What follows belongs to an exercise in optimizing a design on an open flow for small area, a short achievable clock period and few clock cycles; a production flow would make more cautious choices. The RTL was checked by simulation tests, not by an equivalence proof against the original design.

--- design/flow/run.sh ---
#!/bin/bash
# synth_recipe.tcl (not shown) runs the flow's synth.tcl, then flattens the netlist and writes it again
# the make line also repeats each setting of config.mk as NAME=value (left out here)
make -C /OpenROAD-flow-scripts/flow DESIGN_CONFIG=/design/flow/config.mk WORK_HOME=/design/flow/orfs CLKGATE_MAP_FILE= SYNTH_SCRIPT=/design/flow/synth_recipe.tcl finish
--- design/flow/config.mk ---
export PLATFORM = sky130hd
export DESIGN_NAME = solid_solid_drag_coefficient
export DESIGN_NICKNAME = solid_solid_drag_coefficient
export VERILOG_FILES = /design/flow/design.v
export SDC_FILE = /design/flow/constraint.sdc
export NUM_CORES = 4
export LEC_CHECK = 0
export CAP_MARGIN = 20
export CORE_MARGIN = 2
export CORE_UTILIZATION = 40
export SLEW_MARGIN = 20
--- design/flow/constraint.sdc ---
create_clock -name core_clock -period 10.0 [get_ports {clk}]
set_input_delay 2.0000 -clock core_clock [delete_from_list [all_inputs] [get_ports {clk}]]
set_output_delay 2.0000 -clock core_clock [all_outputs]
set_load 0.01 [all_outputs]
--- design/flow/design.v ---
`default_nettype none
package ssdc_pkg;
	localparam int W = 260;           
	localparam int MW = 80;           
	localparam int QW = 49;           
	localparam int SUMW = 40;
	localparam int STEPW = 5;
	localparam int CNTW = 6;
	localparam logic [STEPW-1:0] LAST_STEP = 5'd22;
	localparam logic [CNTW-1:0] K_STEPS = 6'd49;
	localparam logic [CNTW-1:0] P_STEPS = 6'd32;
	localparam logic [31:0] THREE_PI_16 = 32'd2529944570;
	localparam logic [19:0] MEGA = 20'd1000000;
	localparam logic [W-1:0] COEF_BASE = W'(49'd3) << 46;
	typedef enum logic [0:0] {
		OP_MUL = 1'b0,
		OP_DIV = 1'b1
	} op_t;
	typedef enum logic [3:0] {
		A_T, A_TC, A_R1, A_R2, A_AG, A_DEN, A_D1, A_CF, A_AGSH
	} asel_t;
	typedef enum logic [3:0] {
		B_D1, B_D2, B_AG, B_DSUM, B_H, B_THREE, B_C32, B_E1, B_MEG,
		B_A1, B_A2, B_R1, B_R2, B_G, B_SUM
	} bsel_t;
	typedef enum logic [2:0] {
		D_NONE, D_DEN_SET, D_DEN_ADD, D_H, D_DV, D_G_SET, D_G_ADD
	} dst_t;
	typedef struct packed {
		asel_t a;
		bsel_t b;
		dst_t  d;
	} uop_t;
	typedef struct packed {
		logic            start;
		op_t             op;
		logic [CNTW-1:0] steps;
	} cmd_t;
endpackage
`default_nettype wire
`default_nettype none
module ssdc_cfg (
	input  wire logic        clk,
	input  wire logic        arst_n,
	input  wire logic        psel,
	input  wire logic        penable,
	input  wire logic        pwrite,
	input  wire logic [2:0]  paddr,
	input  wire logic [31:0] pwdata,
	output logic      [31:0] prdata,
	output logic             pready,
	output logic      [15:0] restitution_q,
	output logic      [15:0] friction_q
);
	logic wr;
	assign pready = 1'b1;
	assign wr = psel & penable & pwrite;
	always_ff @(posedge clk or negedge arst_n) begin
		if (!arst_n) begin
			restitution_q <= 16'd58982;
			friction_q <= 16'd0;
		end else if (wr) begin
			if (paddr[2]) friction_q <= pwdata[15:0];
			else restitution_q <= pwdata[15:0];
		end
	end
	assign prdata = paddr[2] ? {16'd0, friction_q} : {16'd0, restitution_q};
endmodule
`default_nettype wire
`default_nettype none
module ssdc_unit (
	input  wire logic                         clk,
	input  wire logic                         arst_n,
	input  wire ssdc_pkg::cmd_t               cmd,
	input  wire logic [ssdc_pkg::W-1:0]       opa,
	input  wire logic [ssdc_pkg::W-1:0]       opb,
	output logic                              busy,
	output logic [ssdc_pkg::W-1:0]            prod,
	output logic [ssdc_pkg::QW-1:0]           quot
);
	ssdc_pkg::op_t                mode_q;
	logic [ssdc_pkg::MW-1:0]      mp_q;
	logic [ssdc_pkg::CNTW-1:0]    cnt_q;
	logic [ssdc_pkg::W-1:0]       acc_q;
	logic [ssdc_pkg::W-1:0]       opr_q;
	logic [ssdc_pkg::QW-1:0]      q_q;
	logic [ssdc_pkg::W-1:0]       addsub;
	logic                         ge;
	assign busy = (mode_q == ssdc_pkg::OP_MUL) ? (|mp_q) : (|cnt_q);
	assign ge = acc_q >= opr_q;
	assign addsub = (mode_q == ssdc_pkg::OP_MUL) ? acc_q + opr_q : acc_q - opr_q;
	always_ff @(posedge clk or negedge arst_n) begin
		if (!arst_n) begin
			mode_q <= ssdc_pkg::OP_MUL;
			mp_q <= '0;
			cnt_q <= '0;
		end else if (cmd.start) begin
			mode_q <= cmd.op;
			mp_q <= (cmd.op == ssdc_pkg::OP_MUL) ? opb[ssdc_pkg::MW-1:0] : '0;
			cnt_q <= (cmd.op == ssdc_pkg::OP_DIV) ? cmd.steps : '0;
		end else if (busy) begin
			mp_q <= mp_q >> 1;
			if (mode_q == ssdc_pkg::OP_DIV) cnt_q <= cnt_q - 1'b1;
		end
	end
	always_ff @(posedge clk) begin
		if (cmd.start) begin
			if (cmd.op == ssdc_pkg::OP_MUL) begin
				acc_q <= '0;
				opr_q <= opa;
			end else begin
				acc_q <= opa;
				opr_q <= opb;
			end
			q_q <= '0;
		end else if (busy) begin
			if (mode_q == ssdc_pkg::OP_MUL) begin
				if (mp_q[0]) acc_q <= addsub;
				opr_q <= opr_q << 1;
			end else begin
				if (ge) acc_q <= addsub;
				q_q <= {q_q[ssdc_pkg::QW-2:0], ge};
				opr_q <= opr_q >> 1;
			end
		end
	end
	assign prod = acc_q;
	assign quot = q_q;
endmodule
`default_nettype wire
`default_nettype none
module solid_solid_drag_coefficient (
	input  wire logic        clk,
	input  wire logic        arst_n,
	input  wire logic        psel,
	input  wire logic        penable,
	input  wire logic        pwrite,
	input  wire logic [2:0]  paddr,
	input  wire logic [31:0] pwdata,
	output logic      [31:0] prdata,
	output logic             pready,
	input  wire logic        in_valid,
	output logic             in_ready,
	input  wire logic [15:0] alpha_gas,
	input  wire logic [15:0] alpha_first,
	input  wire logic [15:0] alpha_second,
	input  wire logic [15:0] diameter_first,
	input  wire logic [15:0] diameter_second,
	input  wire logic [15:0] density_first,
	input  wire logic [15:0] density_second,
	input  wire logic [15:0] phase_alpha,
	input  wire logic [15:0] phase_diameter,
	input  wire logic        phase_is_solid,
	input  wire logic        last_phase,
	output logic             out_valid,
	input  wire logic        out_ready,
	output logic      [47:0] drag_coeff,
	output logic             saturated
);
	typedef enum logic [4:0] {
		S_IDLE = 5'b00001,
		S_PDIV = 5'b00010,
		S_MUL  = 5'b00100,
		S_KDIV = 5'b01000,
		S_OUT  = 5'b10000
	} state_t;
	localparam int WD = ssdc_pkg::W;
	state_t state_q;
	logic   issued_q;
	logic [ssdc_pkg::STEPW-1:0] step_q;
	logic [ssdc_pkg::SUMW-1:0]  sum_q;
	logic   fault_q;
	logic [15:0] restitution_q, friction_q;
	logic [15:0] ag_q, a1_q, a2_q, d1_q, d2_q, r1_q, r2_q, pa_q, pd_q;
	logic        last_q;
	logic [80:0]  den_q;
	logic [48:0]  h_q;
	logic [129:0] dv_q;
	logic [74:0]  g_q;
	logic [47:0] drag_q;
	logic        sat_q;
	logic        out_valid_q;
	ssdc_pkg::cmd_t cmd;
	ssdc_pkg::uop_t u;
	logic [WD-1:0] opa, opb, prod;
	logic [ssdc_pkg::QW-1:0] quot;
	logic busy;
	logic done;
	logic accept;
	logic [16:0] dsum;
	logic [40:0] sum_next;
	logic k_sat;
	logic load_out;
	ssdc_cfg u_cfg (
		.clk(clk), .arst_n(arst_n), .psel(psel), .penable(penable), .pwrite(pwrite),
		.paddr(paddr), .pwdata(pwdata), .prdata(prdata), .pready(pready),
		.restitution_q(restitution_q), .friction_q(friction_q)
	);
	ssdc_unit u_unit (
		.clk(clk), .arst_n(arst_n), .cmd(cmd), .opa(opa), .opb(opb),
		.busy(busy), .prod(prod), .quot(quot)
	);
	assign in_ready = (state_q == S_IDLE);
	assign accept = in_valid & in_ready;
	assign dsum = {1'b0, d1_q} + {1'b0, d2_q};
	assign done = issued_q & ~busy;
	assign sum_next = {1'b0, sum_q} + {9'd0, quot[31:0]};
	assign k_sat = fault_q | (ag_q == 16'd0) | (dsum == 17'd0) | (den_q == 81'd0) |
		quot[ssdc_pkg::QW-1];
	assign load_out = (state_q == S_OUT) & (~out_valid_q | out_ready);
	always_comb begin
		u.a = ssdc_pkg::A_T; u.b = ssdc_pkg::B_D1; u.d = ssdc_pkg::D_NONE;
		unique case (step_q)
			5'd0:  begin u.a = ssdc_pkg::A_R1; u.b = ssdc_pkg::B_D1; u.d = ssdc_pkg::D_NONE; end
			5'd1:  begin u.a = ssdc_pkg::A_T; u.b = ssdc_pkg::B_D1; u.d = ssdc_pkg::D_NONE; end
			5'd2:  begin u.a = ssdc_pkg::A_T; u.b = ssdc_pkg::B_D1; u.d = ssdc_pkg::D_DEN_SET; end
			5'd3:  begin u.a = ssdc_pkg::A_R2; u.b = ssdc_pkg::B_D2; u.d = ssdc_pkg::D_NONE; end
			5'd4:  begin u.a = ssdc_pkg::A_T; u.b = ssdc_pkg::B_D2; u.d = ssdc_pkg::D_NONE; end
			5'd5:  begin u.a = ssdc_pkg::A_T; u.b = ssdc_pkg::B_D2; u.d = ssdc_pkg::D_DEN_ADD; end
			5'd6:  begin u.a = ssdc_pkg::A_AG; u.b = ssdc_pkg::B_AG; u.d = ssdc_pkg::D_NONE; end
			5'd7:  begin u.a = ssdc_pkg::A_T; u.b = ssdc_pkg::B_DSUM; u.d = ssdc_pkg::D_H; end
			5'd8:  begin u.a = ssdc_pkg::A_DEN; u.b = ssdc_pkg::B_H; u.d = ssdc_pkg::D_DV; end
			5'd9:  begin u.a = ssdc_pkg::A_D1; u.b = ssdc_pkg::B_D2; u.d = ssdc_pkg::D_NONE; end
			5'd10: begin u.a = ssdc_pkg::A_T; u.b = ssdc_pkg::B_THREE; u.d = ssdc_pkg::D_NONE; end
			5'd11: begin u.a = ssdc_pkg::A_T; u.b = ssdc_pkg::B_SUM; u.d = ssdc_pkg::D_G_SET; end
			5'd12: begin u.a = ssdc_pkg::A_AGSH; u.b = ssdc_pkg::B_DSUM; u.d = ssdc_pkg::D_G_ADD; end
			5'd13: begin u.a = ssdc_pkg::A_CF; u.b = ssdc_pkg::B_C32; u.d = ssdc_pkg::D_NONE; end
			5'd14: begin u.a = ssdc_pkg::A_TC; u.b = ssdc_pkg::B_E1; u.d = ssdc_pkg::D_NONE; end
			5'd15: begin u.a = ssdc_pkg::A_T; u.b = ssdc_pkg::B_MEG; u.d = ssdc_pkg::D_NONE; end
			5'd16: begin u.a = ssdc_pkg::A_T; u.b = ssdc_pkg::B_A1; u.d = ssdc_pkg::D_NONE; end
			5'd17: begin u.a = ssdc_pkg::A_T; u.b = ssdc_pkg::B_A2; u.d = ssdc_pkg::D_NONE; end
			5'd18: begin u.a = ssdc_pkg::A_T; u.b = ssdc_pkg::B_R1; u.d = ssdc_pkg::D_NONE; end
			5'd19: begin u.a = ssdc_pkg::A_T; u.b = ssdc_pkg::B_R2; u.d = ssdc_pkg::D_NONE; end
			5'd20: begin u.a = ssdc_pkg::A_T; u.b = ssdc_pkg::B_DSUM; u.d = ssdc_pkg::D_NONE; end
			5'd21: begin u.a = ssdc_pkg::A_T; u.b = ssdc_pkg::B_DSUM; u.d = ssdc_pkg::D_NONE; end
			5'd22: begin u.a = ssdc_pkg::A_T; u.b = ssdc_pkg::B_G; u.d = ssdc_pkg::D_NONE; end
			default: begin u.a = ssdc_pkg::A_T; u.b = ssdc_pkg::B_D1; u.d = ssdc_pkg::D_NONE; end
		endcase
	end
	always_comb begin
		cmd.start = ~issued_q & ((state_q == S_PDIV) | (state_q == S_MUL) |
			(state_q == S_KDIV));
		cmd.op = ssdc_pkg::OP_MUL;
		cmd.steps = ssdc_pkg::K_STEPS;
		opa = '0;
		opb = '0;
		unique case (state_q)
			S_PDIV: begin
				cmd.op = ssdc_pkg::OP_DIV;
				cmd.steps = ssdc_pkg::P_STEPS;
				opa = WD'({pa_q, 16'd0});
				opb = WD'({pd_q, 31'd0});
			end
			S_KDIV: begin
				cmd.op = ssdc_pkg::OP_DIV;
				cmd.steps = ssdc_pkg::K_STEPS;
				opa = prod;
				opb = WD'({dv_q, 128'd0});
			end
			default: begin
				unique case (u.a)
					ssdc_pkg::A_T:    opa = prod;
					ssdc_pkg::A_TC:   opa = prod + ssdc_pkg::COEF_BASE;
					ssdc_pkg::A_R1:   opa = WD'(r1_q);
					ssdc_pkg::A_R2:   opa = WD'(r2_q);
					ssdc_pkg::A_AG:   opa = WD'(ag_q);
					ssdc_pkg::A_DEN:  opa = WD'(den_q);
					ssdc_pkg::A_D1:   opa = WD'(d1_q);
					ssdc_pkg::A_CF:   opa = WD'(friction_q);
					ssdc_pkg::A_AGSH: opa = WD'({ag_q, 16'd0});
					default:          opa = prod;
				endcase
				unique case (u.b)
					ssdc_pkg::B_D1:    opb = WD'(d1_q);
					ssdc_pkg::B_D2:    opb = WD'(d2_q);
					ssdc_pkg::B_AG:    opb = WD'(ag_q);
					ssdc_pkg::B_DSUM:  opb = WD'(dsum);
					ssdc_pkg::B_H:     opb = WD'(h_q);
					ssdc_pkg::B_THREE: opb = WD'(2'd3);
					ssdc_pkg::B_C32:   opb = WD'(ssdc_pkg::THREE_PI_16);
					ssdc_pkg::B_E1:    opb = WD'({1'b1, restitution_q});
					ssdc_pkg::B_MEG:   opb = WD'(ssdc_pkg::MEGA);
					ssdc_pkg::B_A1:    opb = WD'(a1_q);
					ssdc_pkg::B_A2:    opb = WD'(a2_q);
					ssdc_pkg::B_R1:    opb = WD'(r1_q);
					ssdc_pkg::B_R2:    opb = WD'(r2_q);
					ssdc_pkg::B_G:     opb = WD'(g_q);
					ssdc_pkg::B_SUM:   opb = WD'(sum_q);
					default:           opb = '0;
				endcase
			end
		endcase
	end
	always_ff @(posedge clk or negedge arst_n) begin
		if (!arst_n) begin
			state_q <= S_IDLE;
			issued_q <= 1'b0;
			step_q <= '0;
			sum_q <= '0;
			fault_q <= 1'b0;
			out_valid_q <= 1'b0;
		end else begin
			if (cmd.start) issued_q <= 1'b1;
			if (out_valid_q & out_ready & ~load_out) out_valid_q <= 1'b0;
			unique case (state_q)
				S_IDLE: begin
					if (accept) begin
						step_q <= '0;
						if (phase_is_solid & (phase_diameter != 16'd0)) begin
							state_q <= S_PDIV;
						end else begin
							if (phase_is_solid) fault_q <= 1'b1;
							if (last_phase) state_q <= S_MUL;
						end
					end
				end
				S_PDIV: begin
					if (done) begin
						issued_q <= 1'b0;
						if (sum_next[40]) begin
							sum_q <= '1;
							fault_q <= 1'b1;
						end else begin
							sum_q <= sum_next[39:0];
						end
						state_q <= last_q ? S_MUL : S_IDLE;
					end
				end
				S_MUL: begin
					if (done) begin
						issued_q <= 1'b0;
						if (step_q == ssdc_pkg::LAST_STEP) state_q <= S_KDIV;
						else step_q <= step_q + 1'b1;
					end
				end
				S_KDIV: begin
					if (done) begin
						issued_q <= 1'b0;
						state_q <= S_OUT;
					end
				end
				S_OUT: begin
					if (load_out) begin
						out_valid_q <= 1'b1;
						sum_q <= '0;
						fault_q <= 1'b0;
						state_q <= S_IDLE;
					end
				end
				default: state_q <= S_IDLE;
			endcase
		end
	end
	always_ff @(posedge clk) begin
		if (accept) begin
			ag_q <= alpha_gas;
			a1_q <= alpha_first;
			a2_q <= alpha_second;
			d1_q <= diameter_first;
			d2_q <= diameter_second;
			r1_q <= density_first;
			r2_q <= density_second;
			pa_q <= phase_alpha;
			pd_q <= phase_diameter;
			last_q <= last_phase;
		end
		if ((state_q == S_MUL) & done) begin
			unique case (u.d)
				ssdc_pkg::D_DEN_SET: den_q <= prod[80:0];
				ssdc_pkg::D_DEN_ADD: den_q <= den_q + prod[80:0];
				ssdc_pkg::D_H:       h_q <= prod[48:0];
				ssdc_pkg::D_DV:      dv_q <= prod[129:0];
				ssdc_pkg::D_G_SET:   g_q <= prod[74:0];
				ssdc_pkg::D_G_ADD:   g_q <= g_q + prod[74:0];
				default: ;
			endcase
		end
		if (load_out) begin
			drag_q <= k_sat ? '1 : quot[47:0];
			sat_q <= k_sat;
		end
	end
	assign out_valid = out_valid_q;
	assign drag_coeff = drag_q;
	assign saturated = sat_q;
endmodule
`default_nettype wire
==> results.tsv <==
metric	value	unit
synth cell count leaders	1633 x nand2_1, 1548 x a21oi_1, 1221 x o21ai_0	
vias in the first global route	110000	
mean area per synthesized cell	8.17	um^2
Setup Fix Bufs, Post-CTS	0	
Num Clock Sinks	1265	
post-synth top area share	28.3	%
Post-DP Area	118000	um^2
Port Buf Inserts	236	
die outline width	531	um
relative slew slack	6.74	%
DR iter-0 viols	13800	
Crit Path Category	register to register	
#FFs+latches synth	1265	
CTS Hold Bufs	0	
GRT overflow	0	
Post-DRT Antenna Nets	0	
Critical Path End Type	register	
CTS Buffer Depth	4	
Syn Inst Count	13600	
Most used DFF post-synth	edfxtp_1	
Worst Tran Pin Value	1.38	ns
clk_skew	0.0703	ns
Yosys top cell by area	edfxtp_1	
via-per-instance ratio	6.60	
CP max FO	13	
number of synthesized flops with an enable pin	1049	
fin crit period	8.83	ns
period utilisation layout	88.3	%
Ys Warns	3	
DRC	0	
HPWL after DPL	504	mm
Final WS setup	1.17	ns
CTS resizes	0	
post-route cell area	124000	um^2
layout overhead on the synthesized area	11.2	%
Final Slew Violations	0	
Cell Area, Synth	111000	um^2
first-pass GRT wire length	861	mm
WL final	626	mm
post-placement setup slack	1.67	ns
CTS tree	yes	
maximum clock rate	113	MHz
Initial Util	40.2	%
status	finished clean	
Routability Congestion	1.10	
Synth area leaders	edfxtp_1 28%, ha_1 8.2%, a21oi_1 7.0%	
GRT Util Overall	42.5	%
core area	276000	um^2
die span in y	531	um
die area	282000	um^2
CTS Root Cell	clkbuf_16	
Worst Setup Start Kind	register	
post-synthesis sequential area ratio	33.0	%
Final Hold Fails	0	
num ports	272	
pin count of the biggest net entering global routing	158	
most numerous cell in the Yosys netlist	nand2_1	
Crit path required time	10.58	ns
TritonCTS buffer count	162	
vias	115000	
First-pass DRT Iterations	9	
WL/cell	35.9	um
Worst EP arrival	9.41	ns
clock slew at reported path FFs	0.07	ns
Sum Neg Setup Slack	0	ns
max_cap viols	0	
final number of setup-violating endpoints	0	
final hold slack	0.455	ns
HP Class	register to register	
row cnt	193	
count of cell types in the netlist	107	
RSZ-0062 raised after global routing	no	
initial antenna violation count	37	
Post-synth ARST share	13.2	%
Clock Latency Late Sink	0.90	ns
share of layout cells above drive strength 1	6.47	%
nets	14500	
H-tree Lvls	4	
==> layout make-up <==
class | count | area, um^2
well taps | 3705 | 4640
clock buffers | 203 | 4450
multi-input cells | 11000 | 69900
fillers | 28300 | 153000
inverters | 665 | 2510
clock inverters | 92 | 855
repair buffers | 518 | 4660
diodes | 31 | 77.6
flip-flops and latches | 1265 | 36700
==> per-layer routing <==
metal  up-vias  global-route usage, %  part of all wire (%)
met5         -                  0.641                 0.057
met4        18                   38.3                    11
met3      1689                   8.68                   8.1
met2      6069                   67.4                    45
met1     56700                   48.4                    36
li1      50900                      -                     -
==> worst max-delay path, cell delays in order, from the launching register on <==
cell and delay, ns:
edfxtp_1 0.64, ha_1 0.61, nor4_1 0.67, nand3b_1 0.28
o311a_1 0.45, o311ai_1 0.98, nand4b_1 0.32, a21oi_1 0.38
o311ai_2 0.40, o31ai_2 0.87, a21oi_1 0.55, o21ai_2 0.26
buf_4 0.25, nand3_1 0.55, a31oi_1 0.36, o21ai_1 0.49
xnor2_1 0.32, o21ai_0 0.10
==> placed cells by master, fill, tap and decap left out, drive strengths merged, types with 235 or more instances in the layout <==
master	Yosys	layout
nor2	983	983
xnor2	415	415
nand3	303	303
o21ai	1240	1240
inv	656	667
nor3	239	239
buf	114	278
mux2i	302	302
nand4	373	373
nand2	1635	1635
a21o	259	259
nor4	294	294
clkdlybuf4s50	0	235
edfxtp	1049	1049
a21oi	1548	1548
ha	730	730
o21bai	263	263
==> logic make-up after synthesis <==
kind of cell / Yosys count / share of synthesized area [%]
AOI/OAI and AO/OA: 4779 / 26.6
xor gates and xnor gates: 621 / 4.90
adders and majority gates: 736 / 8.32
buffers and inverters: 1387 / 4.80
DFF: 1265 / 33.0
muxes: 370 / 3.49
other: 2 / 0.00675
and+or+nand+nor: 4459 / 18.9
==> registers in the layout, indices dropped and copies added (netlist names), 6 cells and up, named ones only <==
name / count
u_cfg.friction_q: 16
u_unit.opr_q: 260
u_unit.mp_q: 75
d1_q: 16
r2_q: 16
den_q: 81
u_cfg.restitution_q: 16
d2_q: 16
h_q: 49
u_unit.cnt_q: 6
pd_q: 16
u_unit.q_q: 49
a2_q: 16
dv_q: 130
ag_q: 16
drag_q: 48
a1_q: 16
u_unit.acc_q: 260
pa_q: 16
r1_q: 16
g_q: 75
sum_q: 40
==> stage by stage <==
| stage | cells | utilization [%] |
|---|---|---|
| 2_1_floorplan | 13600 | - |
| 4_1_cts | 17400 | 44.7 |
| 5_1_grt | 17400 | 44.7 |
| 6_report | 17500 | 44.7 |
| 3_3_place_gp | 17100 | 42.7 |
| 3_5_place_dp | 17100 | 42.7 |
==> final timing paths <==
path                                               endpoint                        from  depth (start not counted)  slack, ns
min in group asynchronous        u_unit.mp_q[1]$_DFFE_PN0P_                      arst_n                          1       1.10
max in group asynchronous       u_unit.mp_q[68]$_DFFE_PN0P_                      arst_n                          2       7.45
worst max register to register  u_unit.acc_q[222]$_DFFE_PP_  u_unit.acc_q[12]$_DFFE_PP_                         17       1.17
worst max-delay path            u_unit.acc_q[222]$_DFFE_PP_  u_unit.acc_q[12]$_DFFE_PP_                         17       1.17
worst min register to register           dv_q[62]$_DFFE_PP_  u_unit.acc_q[62]$_DFFE_PP_                          0       0.46
worst min-delay path                     dv_q[62]$_DFFE_PP_  u_unit.acc_q[62]$_DFFE_PP_                          0       0.46
Testbench counts, summed over its fixed seeds: cycles 188,788.

what the ideal ports hide:
In the flow no input, the clock included, has a driving cell. The finished layout below was timed again as built, in two steps. Step 1 (the two cells are an assumption about what drives the block):
set clk [get_ports {clk}]
set_driving_cell -lib_cell sky130_fd_sc_hd__clkbuf_16 $clk
set_driving_cell -lib_cell sky130_fd_sc_hd__buf_2 [delete_from_list [all_inputs] $clk]
Step 2 times the ports against the registers' clock, not the clock port: input delays grow and output delays shrink by t, the midpoint of the rising clock arrivals with the driver on. Three values: ideal, step 1, step 2; two values: the first two.
shift t [ns]: 0.965
setup WS [ns]: 1.172 / 1.172 / 1.172
hold WS [ns]: 0.455 / 0.455 / 0.455
worst slew at a driven data input, ns: 0.08
cell pins on the clock port's net: 1
After both steps setup and hold are still met in this run. The setup slack of this run moves by 0.000 ns with the drivers and by 0.000 ns with both steps.
